This is an optimization exercise on Yosys and OpenROAD, whose aim is small area, a short achievable clock period and few clock cycles, not a production implementation.
In this exercise RTL edits were held to simulation tests only and were not proved equivalent to the original.
Power is estimated from default activity; no workload was simulated.

==> flow/design.v <==
package rts_pkg;
  localparam int NAME_BYTES   = 8;
  localparam int KEY_W        = 64;
  localparam int QTY_W        = 16;
  localparam int PRIO_W       = 3;
  localparam int CMPCNT_W     = 7;
  localparam int DEF_CAPACITY = 16;
  localparam int ENTRY_W      = 2*KEY_W + QTY_W + PRIO_W;
  typedef enum logic [2:0] {
    ACT_ADD    = 3'd0,
    ACT_REMOVE = 3'd1,
    ACT_SORT   = 3'd2,
    ACT_SEARCH = 3'd3,
    ACT_LIST   = 3'd4
  } action_t;
  typedef enum logic [2:0] {
    ST_OK         = 3'd0,
    ST_FULL       = 3'd1,
    ST_NOT_FOUND  = 3'd2,
    ST_NOT_SORTED = 3'd3,
    ST_BAD_CRIT   = 3'd4
  } status_t;
  typedef enum logic [1:0] {
    CRIT_NAME = 2'd0,
    CRIT_TYPE = 2'd1,
    CRIT_PRIO = 2'd2,
    CRIT_BAD  = 2'd3
  } crit_t;
  typedef enum logic [1:0] {
    WSEL_IN  = 2'd0,
    WSEL_RD  = 2'd1,
    WSEL_KEY = 2'd2
  } wsel_t;
  typedef struct packed {
    logic [2:0]        action;
    logic [KEY_W-1:0]  name_key;
    logic [KEY_W-1:0]  type_key;
    logic [QTY_W-1:0]  quantity;
    logic [PRIO_W-1:0] priority_req;
    logic [1:0]        sort_key;
  } in_item_t;
  typedef struct packed {
    logic [2:0]          status;
    logic [KEY_W-1:0]    out_name;
    logic [KEY_W-1:0]    out_type;
    logic [QTY_W-1:0]    out_quantity;
    logic [PRIO_W-1:0]   out_priority;
    logic [CMPCNT_W-1:0] compare_count;
    logic                last;
  } out_item_t;
  typedef struct packed {
    logic [KEY_W-1:0]  name;
    logic [KEY_W-1:0]  kind;
    logic [QTY_W-1:0]  qty;
    logic [PRIO_W-1:0] prio;
  } entry_t;
  typedef struct packed {
    logic    capture;
    logic    rd;
    logic    we;
    wsel_t   wsel;
    logic    load_key;
    logic    clr_cnt;
    logic    inc_cnt;
    logic    emit;
    logic    emit_rec;
    logic    last;
    status_t status;
  } dp_cmd_t;
  typedef struct packed {
    logic  can_emit;
    logic  name_eq;
    logic  name_lt;
    logic  shift;
    logic [2:0] action;
    crit_t crit;
  } dp_sts_t;
  function automatic logic [KEY_W-1:0] normalize_key(input logic [KEY_W-1:0] key,
                                                     input int nbytes);
    logic [KEY_W-1:0] res;
    logic             done;
    logic [7:0]       b;
    res  = '0;
    done = 1'b0;
    for (int i = 0; i < 8; i++) begin
      b = key[KEY_W-1-8*i -: 8];
      if (i >= nbytes || b == 8'd0) done = 1'b1;
      if (!done) res[KEY_W-1-8*i -: 8] = b;
    end
    normalize_key = res;
  endfunction
endpackage
module rts_datapath #(
  parameter int CAPACITY = rts_pkg::DEF_CAPACITY,
  parameter int IDX_W    = $clog2(CAPACITY)
) (
  input  logic               clk,
  input  logic               rst,
  input  rts_pkg::in_item_t  in_data,
  input  rts_pkg::dp_cmd_t   cmd,
  input  logic [IDX_W-1:0]   rd_addr,
  input  logic [IDX_W-1:0]   wr_addr,
  output rts_pkg::dp_sts_t   sts,
  output logic               out_valid,
  input  logic               out_ready,
  output rts_pkg::out_item_t out_data
);
  logic [rts_pkg::ENTRY_W-1:0] mem [0:CAPACITY-1];
  rts_pkg::entry_t              rd_q;
  rts_pkg::entry_t              key;
  rts_pkg::entry_t              req;
  rts_pkg::entry_t              wdata;
  logic [2:0]          act;
  rts_pkg::crit_t               crit;
  logic [rts_pkg::CMPCNT_W-1:0] cmp_cnt;
  logic                out_valid_next;
  always_ff @(posedge clk) begin
    if (cmd.capture) begin
      req.name <= rts_pkg::normalize_key(in_data.name_key, rts_pkg::NAME_BYTES);
      req.kind <= rts_pkg::normalize_key(in_data.type_key, 8);
      req.qty  <= in_data.quantity;
      if (in_data.priority_req == 3'd0)     req.prio <= 3'd1;
      else if (in_data.priority_req > 3'd5) req.prio <= 3'd5;
      else                                  req.prio <= in_data.priority_req;
      act  <= in_data.action;
      crit <= rts_pkg::crit_t'(in_data.sort_key);
    end
    if (cmd.load_key) key <= rd_q;
  end
  always_comb begin
    case (cmd.wsel)
      rts_pkg::WSEL_IN:  wdata = req;
      rts_pkg::WSEL_RD:  wdata = rd_q;
      default:  wdata = key;
    endcase
  end
  always_ff @(posedge clk) begin
    if (cmd.we) mem[wr_addr] <= wdata;
    if (cmd.rd) rd_q <= mem[rd_addr];
  end
  always_ff @(posedge clk) begin
    if (rst) begin
      cmp_cnt <= '0;
    end else if (cmd.clr_cnt) begin
      cmp_cnt <= '0;
    end else if (cmd.inc_cnt && cmp_cnt != {rts_pkg::CMPCNT_W{1'b1}}) begin
      cmp_cnt <= cmp_cnt + 1'b1;
    end
  end
  always_comb begin
    sts.can_emit = !out_valid || out_ready;
    sts.name_eq  = (rd_q.name == req.name);
    sts.name_lt  = (rd_q.name < req.name);
    case (crit)
      rts_pkg::CRIT_NAME: sts.shift = rd_q.name > key.name;
      rts_pkg::CRIT_TYPE: sts.shift = rd_q.kind > key.kind;
      default:   sts.shift = rd_q.prio < key.prio;
    endcase
    sts.action = act;
    sts.crit   = crit;
  end
  always_comb begin
    out_valid_next = out_valid;
    if (cmd.emit)     out_valid_next = 1'b1;
    else if (out_ready) out_valid_next = 1'b0;
  end
  always_ff @(posedge clk) begin
    if (rst) begin
      out_valid <= 1'b0;
    end else begin
      out_valid <= out_valid_next;
    end
  end
  always_ff @(posedge clk) begin
    if (cmd.emit) begin
      out_data.status        <= cmd.status;
      out_data.out_name      <= cmd.emit_rec ? rd_q.name : '0;
      out_data.out_type      <= cmd.emit_rec ? rd_q.kind : '0;
      out_data.out_quantity  <= cmd.emit_rec ? rd_q.qty : '0;
      out_data.out_priority  <= cmd.emit_rec ? rd_q.prio : '0;
      out_data.compare_count <= cmp_cnt;
      out_data.last          <= cmd.last;
    end
  end
endmodule
module rts_ctrl #(
  parameter int CAPACITY = rts_pkg::DEF_CAPACITY,
  parameter int IDX_W    = $clog2(CAPACITY),
  parameter int CNT_W    = $clog2(CAPACITY + 1)
) (
  input  logic             clk,
  input  logic             rst,
  input  logic             in_valid,
  output logic             in_ready,
  input  rts_pkg::dp_sts_t sts,
  output rts_pkg::dp_cmd_t cmd,
  output logic [IDX_W-1:0] rd_addr,
  output logic [IDX_W-1:0] wr_addr
);
  typedef enum logic [13:0] {
    S_IDLE   = 14'b00000000000001,
    S_DISP   = 14'b00000000000010,
    S_RESP   = 14'b00000000000100,
    S_RM_RD  = 14'b00000000001000,
    S_RM_EV  = 14'b00000000010000,
    S_SH_RD  = 14'b00000000100000,
    S_SH_WR  = 14'b00000001000000,
    S_SO_I   = 14'b00000010000000,
    S_SO_KEY = 14'b00000100000000,
    S_SO_RD  = 14'b00001000000000,
    S_SO_CMP = 14'b00010000000000,
    S_BS_RD  = 14'b00100000000000,
    S_BS_EV  = 14'b01000000000000,
    S_LS     = 14'b10000000000000
  } state_t;
  localparam logic [CNT_W-1:0] CAP_C = CNT_W'(CAPACITY);
  state_t           state, state_next;
  logic [CNT_W-1:0] n, n_next;
  logic             sorted, sorted_next;
  logic [CNT_W-1:0] i, i_next;
  logic [CNT_W-1:0] jp, jp_next;
  logic [CNT_W-1:0] lo, lo_next;
  logic [CNT_W-1:0] hp, hp_next;
  rts_pkg::status_t          resp_st, resp_st_next;
  logic             list_rd, list_rd_next;
  logic [CNT_W:0]   mid_sum;
  logic [CNT_W-1:0] mid;
  logic [CNT_W-1:0] i_inc;
  logic [CNT_W-1:0] jp_dec;
  assign in_ready = (state == S_IDLE);
  assign mid_sum  = {1'b0, lo} + {1'b0, hp} - 1'b1;
  assign mid      = mid_sum[CNT_W:1];
  assign i_inc    = i + 1'b1;
  assign jp_dec   = jp - 1'b1;
  always_comb begin
    state_next   = state;
    n_next       = n;
    sorted_next  = sorted;
    i_next       = i;
    jp_next      = jp;
    lo_next      = lo;
    hp_next      = hp;
    resp_st_next = resp_st;
    list_rd_next = list_rd;
    cmd          = '0;
    cmd.wsel     = rts_pkg::WSEL_IN;
    cmd.status   = rts_pkg::ST_OK;
    rd_addr      = i[IDX_W-1:0];
    wr_addr      = i[IDX_W-1:0];
    unique case (state)
      S_IDLE: begin
        cmd.capture = in_valid;
        if (in_valid) state_next = S_DISP;
      end
      S_DISP: begin
        case (sts.action)
          rts_pkg::ACT_ADD: begin
            state_next = S_RESP;
            if (n == CAP_C) begin
              resp_st_next = rts_pkg::ST_FULL;
            end else begin
              cmd.we       = 1'b1;
              wr_addr      = n[IDX_W-1:0];
              n_next       = n + 1'b1;
              sorted_next  = 1'b0;
              resp_st_next = rts_pkg::ST_OK;
            end
          end
          rts_pkg::ACT_REMOVE: begin
            i_next     = '0;
            state_next = S_RM_RD;
          end
          rts_pkg::ACT_SORT: begin
            if (sts.crit == rts_pkg::CRIT_BAD) begin
              resp_st_next = rts_pkg::ST_BAD_CRIT;
              state_next   = S_RESP;
            end else begin
              cmd.clr_cnt = 1'b1;
              i_next      = CNT_W'(1);
              state_next  = S_SO_I;
            end
          end
          rts_pkg::ACT_SEARCH: begin
            if (!sorted) begin
              resp_st_next = rts_pkg::ST_NOT_SORTED;
              state_next   = S_RESP;
            end else begin
              lo_next    = '0;
              hp_next    = n;
              state_next = S_BS_RD;
            end
          end
          rts_pkg::ACT_LIST: begin
            if (n == '0) begin
              resp_st_next = rts_pkg::ST_OK;
              state_next   = S_RESP;
            end else begin
              i_next       = '0;
              list_rd_next = 1'b1;
              state_next   = S_LS;
            end
          end
          default: state_next = S_IDLE;
        endcase
      end
      S_RESP: begin
        if (sts.can_emit) begin
          cmd.emit   = 1'b1;
          cmd.last   = 1'b1;
          cmd.status = resp_st;
          state_next = S_IDLE;
        end
      end
      S_RM_RD: begin
        if (i == n) begin
          resp_st_next = rts_pkg::ST_NOT_FOUND;
          state_next   = S_RESP;
        end else begin
          cmd.rd     = 1'b1;
          state_next = S_RM_EV;
        end
      end
      S_RM_EV: begin
        if (sts.name_eq) begin
          state_next = S_SH_RD;
        end else begin
          i_next     = i_inc;
          state_next = S_RM_RD;
        end
      end
      S_SH_RD: begin
        if (i_inc >= n) begin
          n_next       = n - 1'b1;
          resp_st_next = rts_pkg::ST_OK;
          state_next   = S_RESP;
        end else begin
          cmd.rd     = 1'b1;
          rd_addr    = i_inc[IDX_W-1:0];
          state_next = S_SH_WR;
        end
      end
      S_SH_WR: begin
        cmd.we     = 1'b1;
        cmd.wsel   = rts_pkg::WSEL_RD;
        i_next     = i_inc;
        state_next = S_SH_RD;
      end
      S_SO_I: begin
        if (i >= n) begin
          sorted_next  = (sts.crit == rts_pkg::CRIT_NAME);
          resp_st_next = rts_pkg::ST_OK;
          state_next   = S_RESP;
        end else begin
          cmd.rd     = 1'b1;
          state_next = S_SO_KEY;
        end
      end
      S_SO_KEY: begin
        cmd.load_key = 1'b1;
        jp_next      = i;
        state_next   = S_SO_RD;
      end
      S_SO_RD: begin
        if (jp == '0) begin
          cmd.we     = 1'b1;
          cmd.wsel   = rts_pkg::WSEL_KEY;
          wr_addr    = '0;
          i_next     = i_inc;
          state_next = S_SO_I;
        end else begin
          cmd.rd     = 1'b1;
          rd_addr    = jp_dec[IDX_W-1:0];
          state_next = S_SO_CMP;
        end
      end
      S_SO_CMP: begin
        cmd.inc_cnt = 1'b1;
        cmd.we      = 1'b1;
        wr_addr     = jp[IDX_W-1:0];
        if (sts.shift) begin
          cmd.wsel   = rts_pkg::WSEL_RD;
          jp_next    = jp_dec;
          state_next = S_SO_RD;
        end else begin
          cmd.wsel   = rts_pkg::WSEL_KEY;
          i_next     = i_inc;
          state_next = S_SO_I;
        end
      end
      S_BS_RD: begin
        if (lo >= hp) begin
          resp_st_next = rts_pkg::ST_NOT_FOUND;
          state_next   = S_RESP;
        end else begin
          cmd.rd     = 1'b1;
          rd_addr    = mid[IDX_W-1:0];
          state_next = S_BS_EV;
        end
      end
      S_BS_EV: begin
        if (sts.name_eq) begin
          if (sts.can_emit) begin
            cmd.emit     = 1'b1;
            cmd.emit_rec = 1'b1;
            cmd.last     = 1'b1;
            state_next   = S_IDLE;
          end
        end else begin
          if (sts.name_lt) lo_next = mid + 1'b1;
          else             hp_next = mid;
          state_next = S_BS_RD;
        end
      end
      S_LS: begin
        if (list_rd) begin
          cmd.rd       = 1'b1;
          list_rd_next = 1'b0;
        end else if (sts.can_emit) begin
          cmd.emit     = 1'b1;
          cmd.emit_rec = 1'b1;
          cmd.last     = (i_inc == n);
          if (i_inc == n) begin
            state_next = S_IDLE;
          end else begin
            i_next       = i_inc;
            list_rd_next = 1'b1;
          end
        end
      end
      default: state_next = S_IDLE;
    endcase
  end
  always_ff @(posedge clk) begin
    if (rst) begin
      state   <= S_IDLE;
      n       <= '0;
      sorted  <= 1'b0;
      list_rd <= 1'b0;
    end else begin
      state   <= state_next;
      n       <= n_next;
      sorted  <= sorted_next;
      list_rd <= list_rd_next;
    end
  end
  always_ff @(posedge clk) begin
    i       <= i_next;
    jp      <= jp_next;
    lo      <= lo_next;
    hp      <= hp_next;
    resp_st <= resp_st_next;
  end
endmodule
module record_table_sort_search_core #(
  parameter int CAPACITY = rts_pkg::DEF_CAPACITY
) (
  input  logic               clk,
  input  logic               rst,
  input  logic               in_valid,
  output logic               in_ready,
  input  rts_pkg::in_item_t  in_data,
  output logic               out_valid,
  input  logic               out_ready,
  output rts_pkg::out_item_t out_data
);
  localparam int IDX_W = $clog2(CAPACITY);
  localparam int CNT_W = $clog2(CAPACITY + 1);
  rts_pkg::dp_cmd_t          cmd;
  rts_pkg::dp_sts_t          sts;
  logic [IDX_W-1:0] rd_addr;
  logic [IDX_W-1:0] wr_addr;
  rts_ctrl #(
    .CAPACITY(CAPACITY),
    .IDX_W   (IDX_W),
    .CNT_W   (CNT_W)
  ) u_ctrl (
    .clk     (clk),
    .rst     (rst),
    .in_valid(in_valid),
    .in_ready(in_ready),
    .sts     (sts),
    .cmd     (cmd),
    .rd_addr (rd_addr),
    .wr_addr (wr_addr)
  );
  rts_datapath #(
    .CAPACITY(CAPACITY),
    .IDX_W   (IDX_W)
  ) u_dp (
    .clk      (clk),
    .rst      (rst),
    .in_data  (in_data),
    .cmd      (cmd),
    .rd_addr  (rd_addr),
    .wr_addr  (wr_addr),
    .sts      (sts),
    .out_valid(out_valid),
    .out_ready(out_ready),
    .out_data (out_data)
  );
endmodule
module rts_top (
  input  logic        clk,
  input  logic        rst,
  input  logic        in_valid,
  output logic        in_ready,
  input  logic [2:0]  in_action,
  input  logic [63:0] in_name,
  input  logic [63:0] in_type,
  input  logic [15:0] in_quantity,
  input  logic [2:0]  in_priority,
  input  logic [1:0]  in_sort_key,
  output logic        out_valid,
  input  logic        out_ready,
  output logic [2:0]  out_status,
  output logic [63:0] out_name,
  output logic [63:0] out_type,
  output logic [15:0] out_quantity,
  output logic [2:0]  out_priority,
  output logic [6:0]  out_compare_count,
  output logic        out_last
);
  rts_pkg::in_item_t  in_data;
  rts_pkg::out_item_t out_data;
  assign in_data.action       = in_action;
  assign in_data.name_key     = in_name;
  assign in_data.type_key     = in_type;
  assign in_data.quantity     = in_quantity;
  assign in_data.priority_req = in_priority;
  assign in_data.sort_key     = in_sort_key;
  assign out_status        = out_data.status;
  assign out_name          = out_data.out_name;
  assign out_type          = out_data.out_type;
  assign out_quantity      = out_data.out_quantity;
  assign out_priority      = out_data.out_priority;
  assign out_compare_count = out_data.compare_count;
  assign out_last          = out_data.last;
  record_table_sort_search_core #(
    .CAPACITY(rts_pkg::DEF_CAPACITY)
  ) u_core (
    .clk      (clk),
    .rst      (rst),
    .in_valid (in_valid),
    .in_ready (in_ready),
    .in_data  (in_data),
    .out_valid(out_valid),
    .out_ready(out_ready),
    .out_data (out_data)
  );
endmodule
==> flow/run.sh <==
#!/bin/bash
# synth_recipe.tcl (not shown) runs the flow's synth.tcl, then flattens the netlist and writes it again
# the make line also repeats each setting of config.mk as NAME=value (left out here)
make -C /OpenROAD-flow-scripts/flow DESIGN_CONFIG=/design/flow/config.mk WORK_HOME=/design/flow/orfs CLKGATE_MAP_FILE= SYNTH_SCRIPT=/design/flow/synth_recipe.tcl finish
==> flow/config.mk <==
export PLATFORM = sky130hd
export DESIGN_NAME = rts_top
export DESIGN_NICKNAME = rts_top
export VERILOG_FILES = /design/flow/design.v
export SDC_FILE = /design/flow/constraint.sdc
export NUM_CORES = 4
export LEC_CHECK = 0
export CAP_MARGIN = 20
export CORE_MARGIN = 2
export CORE_UTILIZATION = 40
export SLEW_MARGIN = 20
==> flow/constraint.sdc <==
create_clock -name core_clock -period 8.0 [get_ports {clk}]
set_input_delay 1.6000 -clock core_clock [delete_from_list [all_inputs] [get_ports {clk}]]
set_output_delay 1.6000 -clock core_clock [all_outputs]
set_load 0.01 [all_outputs]
==> run summary <==
-- where the power goes --
part           switching (uW)  internal (uW)  total, uW
Clock                    6200           8410      14600
Sequential               86.2          17500      17600
Combinational             538            289        827
Total                    6820          26200      33000
-- cell families after synthesis --
| kind of cell | Yosys count | share of synthesized area, % |
|---|---|---|
| DFF | 3008 | 73.0 |
| and+or+nand+nor | 2049 | 7.69 |
| AOI/OAI and AO/OA | 1876 | 10.1 |
| buffers and inverters | 779 | 2.67 |
| muxes | 502 | 4.07 |
| adders and majority gates | 227 | 2.31 |
| xor gates and xnor gates | 18 | 0.128 |
-- cell usage after synthesis, types with 61 or more instances --
cell and number:
nand2_1 1230, o21ai_0 220, clkbuf_1 286, ha_1 225
nor3_1 161, edfxtp_1 2979, a222oi_1 147, a21o_1 61
mux2i_1 501, and2_1 265, a32oi_1 112, nor2_1 109
inv_1 236, buf_2 204, a221oi_1 360, a21oi_1 806
or4_1 87
-- sequential cells by signal, indices dropped and copies added (netlist names), 3 cells and up --
| register | cells |
|---|---|
| u_core.u_ctrl.i | 5 |
| u_core.u_dp.act | 3 |
| u_core.u_ctrl.hp | 5 |
| u_core.u_ctrl.jp | 5 |
| u_core.u_dp.cmp_cnt | 7 |
| u_core.u_dp.rd_q | 147 |
| u_core.u_dp.key | 147 |
| u_core.u_ctrl.lo | 5 |
| u_core.u_dp.out_data | 158 |
| u_core.u_ctrl.n | 5 |
| u_core.u_ctrl.resp_st | 3 |
| u_core.u_dp.req | 147 |
| u_core.u_ctrl.state | 14 |
| u_core.u_dp.mem | 2352 |
-- metrics by stage --
stage,area (um2),util [%]
after CTS,142000,46.5
final,143000,46.5
after global placement,132000,43.2
after global routing,142000,46.5
after floorplan,123000,-
after detailed placement,132000,43.2
-- final cells by class --
| cell class | count | area (um2) | share of cell area [%] |
|---|---|---|---|
| well taps | 4100 | 5130 | 3.60 |
| clock buffers | 380 | 8220 | 5.77 |
| inverters | 237 | 890 | 0.624 |
| repair buffers | 582 | 5860 | 4.11 |
| diodes | 7 | 17.5 | 0.0123 |
| multi-input cells | 4672 | 30400 | 21.3 |
| clock inverters | 186 | 2000 | 1.41 |
| flip-flops and latches | 3008 | 90000 | 63.2 |
-- cells in the final DEF, fill, tap and decap left out, drive strengths merged, types with 11 or more instances in the layout --
master            n
a21o             61
o21ai           221
a221oi          362
bufinv           32
buf             266
dfxtp            29
nand2          1233
o22ai            57
clkdlybuf4s50   314
and3             11
a21oi           806
nor2b            19
inv             249
or4              87
nor2            111
clkinv          130
a21boi           12
nor4             40
mux2i           501
clkinvlp         12
nand4            49
clkbuf          382
and2            265
a32oi           112
a222oi          147
a22oi            18
xnor2            11
nand3            26
ha              225
a211oi           13
edfxtp         2979
nor3            163
o211ai           11
-- worst min-delay path by stage --
stage	end	from	cells past startpoint	slack (ps)
floorplan	u_core.u_dp.out_data[7]$_DFFE_PP_	u_core.u_dp.cmp_cnt[6]$_SDFFE_PP0P_	0	430
global placement	u_core.u_dp.out_data[6]$_DFFE_PP_	u_core.u_dp.cmp_cnt[5]$_SDFFE_PP0P_	0	460
detailed placement	u_core.u_dp.out_data[7]$_DFFE_PP_	u_core.u_dp.cmp_cnt[6]$_SDFFE_PP0P_	0	470
CTS	u_core.u_dp.out_data[7]$_DFFE_PP_	u_core.u_dp.cmp_cnt[6]$_SDFFE_PP0P_	0	480
global route	u_core.u_dp.out_data[6]$_DFFE_PP_	u_core.u_dp.cmp_cnt[5]$_SDFFE_PP0P_	0	500
finish	u_core.u_dp.out_data[7]$_DFFE_PP_	u_core.u_dp.cmp_cnt[6]$_SDFFE_PP0P_	0	490
-- critical path, delay by kind of cell (launching register included) --
kind                       cells  cell delay [ps]
AOI/OAI and AO/OA              3             2350
adders and majority gates      1              370
buffers and inverters          1              680
DFF                            1              540
muxes                          1              210
and+or+nand+nor                5             1630
-- per-layer routing --
layer / wire (um) / vias to the layer above
met5: 13 / -
li1: - / 33500
met2: 168000 / 4157
met1: 154000 / 39800
met3: 34200 / 613
met4: 9020 / 2
==> reports/metrics.cfg <==
[detailed_routing]
avgViaCountPerCell=5.93
dr_total_vias=78100
drc=0
wire_per_inst_um=27.7
wirelength_mm=365
final_antenna_net_count=0
drt-initial-drc-count=10400
dr.pass1.iters=10

[synth]
synthesis.area_um2=123000
yosysSeqAreaShare_pct=73.0
ys_top_cells_by_area=edfxtp_1 (73%), mux2i_1 (4.1%), nand2_1 (3.7%), a21oi_1 (3.3%), a221oi_1 (2.6%)
syn-mean-instance-area_um2=14.6
synth_top_flop_cell=edfxtp_1
synth_edf_count=2979
synth_top_cell_by_area=edfxtp_1
yosysWarnings=2
synth_top_area_share_pct=72.5
synthCells=8459
async_flop_share_pct=0
ys_types=73
ys_ff_latch=3008
synth_nets=8842

[critical_path]
end_kind=register
endpoint=u_core.u_dp.mem[7][89]$_DFFE_PP_
arrival_ps=6770
crit_start=u_core.u_dp.rd_q[76]$_DFFE_PP_
cp_max_fo=32
r2r_end=u_core.u_dp.mem[7][89]$_DFFE_PP_
cp_slowest_cell=o21ai_0
required_ps=8530
max_stage_delay_ps=960
rrSetupSlack_ps=1770
path_cells=ha_1 > nand4_1 > or3_1 > nor2_1 > nand3_1 > o21ai_0 > nand2_1 > a32oi_4 > buf_4 > mux2i_1 > o21ai_1
reg2reg_from=u_core.u_dp.rd_q[76]$_DFFE_PP_
critPathKind=reg2reg
critPathLaunchType=register
reg2regPathDepth=11

[grt]
grt_max_degree=182
antenna_found_initial=10
grt_use_met2_pct=35.5
use_met1_pct=32.9
first_global_vias=75400
grt_usage_pct=22.5
grt-busiest-layer=met2
grt_pass1_wl_mm=524
grt-ovfl-total=0
gr-usage-met3_pct=3.01

[clock_tree]
root_buffer=clkbuf_16
clockBufferDepth=4
cts_resized=0
cts_max_level=5
clk_latency_ps=920
clk_pin_slew_ps=60
cts_setup_buffers=0
cts_tree=built
postCtsHoldBufs=0
cts.sinks=3008
cts_made_buffers=315

[job]
maxCapViolations=0

[sta]
clock_skew_ps=66.6
worst_slack_ps=1770
finalHoldViolations=0
totalNegativeSetupSlack_ps=0
rsz0062_at_grt=no
fin_crit_ps=6230
drv_slew=0
max-slew-margin-rel_pct=13.6
fmax_mhz=160
finalCritPeriodShare_pct=77.9
setup_viol_count_final=0
worst_pin_slew_ps=1300
holdWs_ps=492

[floorplan]
rows=203
start_util_pct=40.3
ioPinCount=316
fp.dieW_um=559
dieHeight_um=559
core_area_um2=306000
dieArea_um2=313000

[finish]
final_nets=9199
fill_cells=26500
drive_above_1_share_pct=8.55
synthToLayoutAreaGrowth_pct=15.5
layout.cells.non_filler=13200

[placement]
dp_cells=12600
port_buffers=315
place_hpwl_mm=193
pre_cts_slack_ps=1540
gp_congestion=0.854

[hold_path]
hp-class=reg2reg

[outcome]
status=timing/DRC/antenna clean

[power]
p_leak_uw=0.0474
p_per_area_nw_per_um2=232
power_uw=33000
peakVddDrop_mv=0.171

Testbench counts, summed over its fixed seeds: cycles 73,152.

what the ideal ports hide:
The results above use ideal ports. As a check the final layout listed here was re-extracted and re-timed, cells and wires unchanged.
Step 1, drivers: a clkbuf_16 drives clk and a buf_2 each remaining input, both assumed.
Step 2 moves the port delays by t, midway between the first and last clock arrival at a register: inputs arrive t later, outputs are due t later. That takes back most of the time a late clock gives input paths.
a / b / c = ideal ports / drivers / drivers and shift; a / b = the first two.
t, ns: 0.986
setup WS [ns]: 1.765 / 1.765 / 1.765
hold WS [ns]: 0.492 / 0.492 / 0.492
slew at the worst register clock pin (ns): 0.07 / 0.07
After both steps this run still meets setup and hold. The setup slack of this run moves by 0.000 ns with the drivers and by 0.000 ns with both steps.
